This design comes from an exercise in tuning for small area and a short achievable clock period on the open sky130 flow, not from production work. RTL that was checked went through simulation tests only; none was proved equivalent to the original. Power figures rest on the tool's default switching activity, not on a simulated workload.

Design apb_adv_timer_top, start of the top module:
module apb_adv_timer_top #(
   parameter int NUM_TIMERS = 4
) (
   input  logic                    clk_i,
   input  logic                    reset_i,
   input  logic                    psel_i,
   input  logic                    penable_i,
   input  logic                    pwrite_i,
   input  timer_pkg::addr_t        paddr_i,
   input  timer_pkg::data_t        pwdata_i,
   output timer_pkg::data_t        prdata_o,
   output logic                    pslverr_o,
   output logic [2*NUM_TIMERS-1:0] pwm_o,     
   output logic [NUM_TIMERS-1:0]   events_o
);
Size in the first run: roughly 90 I/O pins, roughly 37000 um2 of cells after synthesis.
clock: 7.0 ns
lec_check: 0
cap_margin: 20
core_margin: 2
core_utilization: 60
cts_buf_list: sky130_fd_sc_hd__clkbuf_8 sky130_fd_sc_hd__clkbuf_16
cts_cluster_diameter: 100
cts_cluster_size: 25
setup_slack_margin: 4.4
slew_margin: 20
run.sh (not shown) runs the stock make flow with config.mk's settings and CLKGATE_MAP_FILE= SYNTH_SCRIPT=/design/flow/synth_recipe.tcl, a recipe that flattens the netlist after the stock synthesis.
Rerun with:
CTS_BUF_LIST = not set   (was sky130_fd_sc_hd__clkbuf_8 sky130_fd_sc_hd__clkbuf_16)
GPL_ROUTABILITY_DRIVEN = 0   (was not set)
After rerunning: The changed run ran to the end with no violations. Die area is unchanged. Worst hold slack is better by 0.0092 ns. Wire length went down by 2.8%. Setup slack degrades by 0.17 ns. Global-route usage falls by 1.1 points.
Rerun with:
GPL_ROUTABILITY_DRIVEN = not set   (was 0)
TNS_END_PERCENT = 5   (was not set)
What happened: Maximum frequency drops by 2.2%. Core utilization drops by 1.6 points. Cell area drops by 2.2%. Sequential cell count stays the same. Setup slack gets worse by 0.068 ns. Global-route usage climbs by 1.6 points.
Rerun with:
PLACE_DENSITY = 0.72   (was not set)
TNS_END_PERCENT = not set   (was 5)
Effect: The changed run completed without violations; worst setup slack gets better by 0.15 ns; global-route usage rises by 0.75 points; combinational power rose by 8.2%; die area stays the same; first-iteration DRC count hardly moves; design area is higher by 3.1%.
Rerun with:
CTS_BUF_LIST = sky130_fd_sc_hd__clkbuf_8   (was not set)
CTS_CLUSTER_DIAMETER = not set   (was 100)
CTS_CLUSTER_SIZE = not set   (was 25)
PLACE_DENSITY = not set   (was 0.72)
=> The changed run went through all stages and came out clean; sequential power hardly moves; register-to-register slack gains 0.07 ns; hold slack got worse by 0.015 ns; area after synthesis is unchanged; synthesized cell count is unchanged; sequential share of layout area came out lower by 1.0 points; clock skew grows by 0.021 ns; die area stays the same.
Rerun with:
CTS_BUF_LIST = not set   (was sky130_fd_sc_hd__clkbuf_8)
CTS_CLUSTER_DIAMETER = 100   (was not set)
CTS_CLUSTER_SIZE = 30   (was not set)
Outcome: The changed run produced a clean layout. Synthesized cell count stays the same. Critical path depth came out higher by 2. Core utilization came out lower by 2.7 points. Area after synthesis stays the same. Via count drops by 2.3%. Fmax came out lower by 0.37%. Cell area drops by 3.6%. Worst setup slack is worse by 0.011 ns. Sequential cell count does not change.

* * *

== red ==
Another version of the RTL of apb_adv_timer_top (not shown whole).
Size in the first run: about 3000 cells after synthesis, about 90 I/O pins.
make LEC_CHECK=0 CAP_MARGIN=20 CORE_MARGIN=2 CORE_UTILIZATION=60 SETUP_SLACK_MARGIN=4.4 SLEW_MARGIN=20 finish   # period 7.0 ns
red: full flow OK, the timing, design-rule and antenna checks passed
Edits applied to the flow inputs when going from red to blue:
- putting CTS_BUF_LIST at sky130_fd_sc_hd__clkbuf_8 where nothing was set
Results
Every stage of the flow completed for blue, and the final layout passed the timing, design-rule and antenna checks.
On footprint of the flip-flops and latches, blue and red are basically level.
Going from red to blue, first-pass GRT wire length about even; deepest clock path buffer count about even.
No functional check of the RTL was part of any run of this note.

* * *

Setup of job 3675:
RTL: one of the versions met above, not the one the previous note started from.
Size: about 3000 cells after synthesis, roughly 820 flip-flops, ~37000 µm² of cells after synthesis.
clock: 7.0 ns
lec_check: 0
cap_margin: 0
core_margin: 2
core_utilization: 60
cts_cluster_diameter: 100
cts_cluster_size: 25
setup_slack_margin: 4.4
slew_margin: 0
Edits applied to the flow inputs when going from job 3675 to job 7353:
--- a/flow/config.mk
+++ b/flow/config.mk
@@ -7,8 +7,6 @@
 export LEC_CHECK = 0
-export CAP_MARGIN = 0
+export CAP_MARGIN = 20
 export CORE_MARGIN = 2
 export CORE_UTILIZATION = 60
-export CTS_CLUSTER_DIAMETER = 100
-export CTS_CLUSTER_SIZE = 25
 export SETUP_SLACK_MARGIN = 4.4
-export SLEW_MARGIN = 0
+export SLEW_MARGIN = 20
Notes after the runs:
On number of cells after detailed placement, job 7353 tracks job 3675 almost exactly. Buffer and inverter count on the worst path | job 7353 below job 3675. Job 7353 against job 3675: design area grew by 2.2%, net switching power figure +about 17%, smallest setup slack after layout picked up an extra 0.024 ns, final-layout fill cell count lower, maximum number of pins on one net before global-route repair comparable. Going from job 3675 to job 7353, non-clock buffer count has decreased; largest voltage drop on the vdd net has decreased; clock-pin slew reported for the worst setup and hold paths after clock tree synthesis has decreased; combinational fraction of design power has decreased.
For job 7566, these inputs were changed with respect to job 7353:
--- a/flow/config.mk
+++ b/flow/config.mk
@@ -7,2 +7,3 @@
 export LEC_CHECK = 0
+export ABC_AREA = 1
 export CAP_MARGIN = 20
@@ -10,3 +11,5 @@
 export CORE_UTILIZATION = 60
-export SETUP_SLACK_MARGIN = 4.4
+export CTS_CLUSTER_DIAMETER = 100
+export CTS_CLUSTER_SIZE = 25
+export SETUP_SLACK_MARGIN = 4.5
 export SLEW_MARGIN = 20
Results
Diff job 7353..job 7566 | number of enable flip-flop cells after synthesis | unchanged
Between job 7353 and job 7566, sequential portion of the cell area decreased.
Job 7566 vs job 7353, instance count: job 7566 higher
Looking at routed wire length, job 7566 sits 12000 µm above job 7353.
Diff job 7353 -> job 7566 | mux cell area share after synthesis | decrease of 4.9 points
Input-level comparison between job 4942 and job 7566:
--- a/flow/config.mk
+++ b/flow/config.mk
@@ -7,9 +7,8 @@
 export LEC_CHECK = 0
-export ABC_AREA = 1
 export CAP_MARGIN = 20
 export CORE_MARGIN = 2
-export CORE_UTILIZATION = 60
+export CORE_UTILIZATION = 66
 export CTS_CLUSTER_DIAMETER = 100
 export CTS_CLUSTER_SIZE = 25
-export SETUP_SLACK_MARGIN = 4.5
+export SETUP_SLACK_MARGIN = 4.4
 export SLEW_MARGIN = 20
Findings:
Compared with job 7566, in job 4942 number of buffers created by CTS saw little to no change, portion of total power attributed to the clock network saw a decrease, sequential share of layout area saw an increase, synthesis-to-layout area growth saw an increase, number of setup buffers added after CTS saw an increase. Compared to job 7566, the routing of job 4942 uses less wire. | number of global-route vias before repair | job 4942 vs job 7566 | 3238 lower |. Job 4942 has design area below what job 7566 had. Job 4942 vs job 7566: unique cell type count in the Yosys netlist up by more than half.
Input changes introduced in job 3326 (baseline for comparison: job 4942):
--- a/flow/config.mk
+++ b/flow/config.mk
@@ -9,3 +9,3 @@
 export CORE_MARGIN = 2
-export CORE_UTILIZATION = 66
+export CORE_UTILIZATION = 60
 export CTS_CLUSTER_DIAMETER = 100
### Flow results
Job 4942 ran to completion and came out clean on the timing, design-rule and antenna checks.
Job 3326 completed every stage of the flow, and the final layout passed the timing, design-rule and antenna checks.
Job 3326 ended with less tightest slew margin relative to the limit than job 4942.
Delay contributed by the slowest stage of the critical path: job 3326 vs job 4942 down 0.07 ns
Between job 4942 and job 3326, post-route core utilization decreased.
Overall die width (lower): job 4942
Sort job 4942 and job 3326 by ratio of final minimum period to clock period, descending, and job 4942 comes first.
Job 3326 vs job 4942: final area down slightly
Between job 4942 and job 3326, area growth from synthesis to final layout decreased.
Wire length of the first global-routing pass (job 3326 vs. job 4942) decreases slightly
Cmp job 4942 and job 3326 / number of fill cells / lower: job 4942
For job 3837, these inputs were changed with respect to job 3326:
--- a/flow/config.mk
+++ b/flow/config.mk
@@ -12,3 +12,3 @@
 export CTS_CLUSTER_SIZE = 25
-export SETUP_SLACK_MARGIN = 4.4
+export SETUP_SLACK_MARGIN = 4.7
 export SLEW_MARGIN = 20
==> comparison <==
In the flow results for job 3326 and job 3837, the setup slack of the critical path after layout is smaller on job 3837.
From job 3837 to job 3326, average cell area after synthesis did not move at all.
The run showing the greater fraction of area in registers is job 3326.
Worst setup slack before clock tree synthesis: job 3326 and job 3837 compared, lower one is job 3837
On buffering stage count on the worst path with inverters included, the lower figure sits with job 3326, not job 3837.
Per the comparison of job 3837 with job 3326, routed length on met1 picked up an extra 1.2%; total power saw little to no change; combinational power share moved up; final-layout clock buffer total lower.

## afterwards: timing with drivers on the ports
No port has a modelled driver above. Below, the same layouts with a new extraction and two added sets of constraints.
Step 1 sets driving cells, clkbuf_16 on the clock port and buf_2 on the other inputs (assumed; they add their load-dependent delay and slew).
Step 2 adds t to the input delays and takes it off the output delays; t is the mean of the earliest and latest rising clock arrival at the registers after step 1. Input paths then give back, and output paths get back, about the clock's delay inside the block.
Slacks: no drivers / after step 1 / after step 2; pairs: no drivers / after step 1.
run	shift t [ns]	setup slack, ns	worst register clock-pin slew, ns
the first run of note 1	0.670	4.145 / 4.145 / 3.524	0.11 / 0.11
the second run of note 1	0.690	3.972 / 4.000 / 3.310	0.11 / 0.11
the third run of note 1	0.667	3.904 / 3.904 / 3.543	0.11 / 0.11
the fourth run of note 1	0.674	4.058 / 4.058 / 3.554	0.11 / 0.11
the fifth run of note 1	0.864	4.130 / 4.130 / 3.443	0.07 / 0.07
the sixth run of note 1	0.663	4.119 / 4.119 / 3.611	0.12 / 0.12
red	0.716	4.125 / 4.127 / 3.411	0.08 / 0.08
blue	0.863	4.206 / 4.206 / 3.383	0.08 / 0.08
job 3675	0.667	4.118 / 4.118 / 3.487	0.11 / 0.11
job 7353	0.709	4.143 / 4.143 / 3.509	0.07 / 0.07
job 7566	0.688	4.305 / 4.305 / 3.809	0.12 / 0.12
job 4942	0.684	4.096 / 4.096 / 3.624	0.11 / 0.11
job 3326	0.669	4.159 / 4.159 / 3.582	0.11 / 0.11
job 3837	0.684	4.153 / 4.153 / 3.502	0.11 / 0.11
After both steps every run listed still meets setup and hold. For blue, which loses most, drivers alone change the setup slack by 0.000 ns; drivers and shift together by -0.823 ns.
